Context: an optimization exercise on an open-source flow, tuned for small area and a short achievable clock period. The choices shown serve that exercise and are no tape-out recipe.
The RTL was checked by simulation tests, not by an equivalence proof against the original design.
Power is estimated from default activity; no workload was simulated.

// fmt_rx_deframer
module fmt_rx_deframer
#(
  parameter int DEPTH   = 64,
  parameter int TIMEOUT = 8
) (
  input  logic                    clk_i,
  input  logic                    rstn_i,
  input  logic                    fmt_req_i,
  input  logic [1:0]              fmt_chid_i,
  input  logic [5:0]              fmt_length_i,
  input  logic [31:0]             fmt_data_i,
  input  logic                    fmt_start_i,
  input  logic                    fmt_end_i,
  output logic                    fmt_grant_o,
  output logic                    rx_vld_o,
  input  logic                    rx_rdy_i,
  output logic [31:0]             rx_data_o,
  output logic [1:0]              rx_chid_o,
  output logic                    rx_sop_o,
  output logic                    rx_eop_o,
  output logic [$clog2(DEPTH):0]  free_o,
  output logic [2:0]              err_o,
  input  logic                    err_clr_i,
  output logic [15:0]             pkt_cnt_o
);
For scale: roughly 4600 cells after synthesis, roughly 2400 flip-flops, about 0.086 mm^2 of cells after synthesis.
==> flow/config.mk <==
export PLATFORM = sky130hd
export DESIGN_NAME = fmt_rx_deframer
export DESIGN_NICKNAME = fmt_rx_deframer
export VERILOG_FILES = /design/flow/design.v
export SDC_FILE = /design/flow/constraint.sdc
export NUM_CORES = 4
export LEC_CHECK = 0
export CAP_MARGIN = 20
export CORE_MARGIN = 2
export CORE_UTILIZATION = 70
export CTS_CLUSTER_DIAMETER = 80
export CTS_CLUSTER_SIZE = 25
export SLEW_MARGIN = 20
==> flow/constraint.sdc <==
create_clock -name core_clock -period 10.0 [get_ports {clk_i}]
set_input_delay 2.0000 -clock core_clock [delete_from_list [all_inputs] [get_ports {clk_i}]]
set_output_delay 2.0000 -clock core_clock [all_outputs]
set_load 0.01 [all_outputs]
standard.sh (not shown) runs the stock make flow with config.mk's settings and CLKGATE_MAP_FILE= SYNTH_SCRIPT=/design/flow/synth_recipe.tcl, a recipe that flattens the netlist after the stock synthesis.
==> flow/flow/run.sh <==
#!/bin/bash
export BUFFER_PORTS_ARGS="-buffer_cell sky130_fd_sc_hd__buf_4"
export SETUP_SLACK_MARGIN=6.7
bash standard.sh > standard.log 2>&1
The first run went through all stages and came out clean.
Rerun with:
==> flow/flow/run.sh (replaced) <==
#!/bin/bash
export BUFFER_PORTS_ARGS="-buffer_cell sky130_fd_sc_hd__buf_4"
export SETUP_SLACK_MARGIN=6.5
bash standard.sh > standard.log 2>&1
CORE_UTILIZATION = 65   (was 70)
The changed run passed the timing, design-rule and antenna checks.
Cell count climbs by about 0.6%.
Wire length climbs by 1.7%.
Total power is about the same.
Worst hold slack hardly moves.
Via count drops by 1.7%.
Register-to-register slack improves by 20 ps.
Clock power climbs by about 0.8%.
Rerun with:
==> flow/flow/run.sh (replaced) <==
#!/bin/bash
export BUFFER_PORTS_ARGS="-buffer_cell sky130_fd_sc_hd__buf_4"
export SETUP_SLACK_MARGIN=6.8
bash standard.sh > standard.log 2>&1
Cell area came out higher by 1.1%; worst setup slack gains 30 ps; synthesized area stays the same; sequential share of layout area goes down by 0.83 points; total power climbs by 0.35%.

run a:
fmt_rx_deframer, a different RTL version from the one above (not shown whole).
Size: about 110 I/O pins, about 85000 um^2 of cells after synthesis.
clock: 10.0 ns
lec_check: 0
cap_margin: 20
core_margin: 2
core_utilization: 40
slew_margin: 20
run.sh (not shown) runs the stock make flow with config.mk's settings and CLKGATE_MAP_FILE= SYNTH_SCRIPT=/design/flow/synth_recipe.tcl, a recipe that flattens the netlist after the stock synthesis.
Stock flow here: none of the scripts above is used.
For run b, these inputs were changed with respect to run a:
- CTS_CLUSTER_DIAMETER now 80, previously not set
- CORE_UTILIZATION now 65, was 40
- CTS_CLUSTER_SIZE now 25, previously not set
==> flow/flow/run.sh (new file) <==
#!/bin/bash
export BUFFER_PORTS_ARGS="-buffer_cell sky130_fd_sc_hd__buf_4"
export SETUP_SLACK_MARGIN=6.8
bash standard.sh > standard.log 2>&1
==> flow/standard.sh (new file) <==
#!/bin/bash
# synth_recipe.tcl (not shown) runs the flow's synth.tcl, then flattens the netlist and writes it again
# the make line also repeats each setting of config.mk as NAME=value (left out here)
make -C /OpenROAD-flow-scripts/flow DESIGN_CONFIG=/design/flow/config.mk WORK_HOME=/design/flow/orfs CLKGATE_MAP_FILE= SYNTH_SCRIPT=/design/flow/synth_recipe.tcl "${@:-finish}"
removed: flow/run.sh
Re vertical die dimension: run b is 99 um down on run a. [compare] base=run a new=run b: area of the placeable core went down 82000 um^2; wire length saw a decrease. Run b vs run a, logic depth of the worst path, buffers included went down by 7. Post-route clock period utilization: run b vs run a down 9.4 points. The slowest stage cell on the critical path comes out sky130_fd_sc_hd__dfstp_2 in one run and sky130_fd_sc_hd__dfrtp_2 in the other, namely in run a and run b respectively. Share of power burned in the clock network: run b lower than run a.

[separate check: timing with driven ports]
No port has a modelled driver above. Below, the same layouts with a new extraction and two added sets of constraints.
Step 1 sets driving cells, clkbuf_16 on the clock port and buf_2 on the other inputs (assumed; they add their load-dependent delay and slew).
Step 2 moves the port delays by t, midway between the first and last clock arrival at a register: inputs arrive t later, outputs are due t later. That takes back most of the time a late clock gives input paths.
Slacks: ideal ports / drivers / drivers and shift; pairs: ideal ports / drivers.
run | t (ns) | setup slack, ns | slew at the worst register clock pin (ns) | worst data-port slew with drivers (ns)
the first run of note 1 | 0.838 | 6.445 / 6.434 / 5.885 | 0.11 / 0.11 | 0.30
the second run of note 1 | 0.861 | 6.461 / 6.414 / 5.812 | 0.11 / 0.11 | 0.28
the third run of note 1 | 0.874 | 6.491 / 6.409 / 6.000 | 0.11 / 0.11 | 0.29
run a | 0.957 | 5.599 / 5.599 / 4.921 | 0.07 / 0.07 | 0.17
run b | 0.858 | 6.538 / 6.457 / 5.880 | 0.11 / 0.11 | 0.15
After both steps every run listed still meets setup and hold. For run a, which loses most, drivers alone change the setup slack by 0.000 ns; drivers and shift together by -0.678 ns.
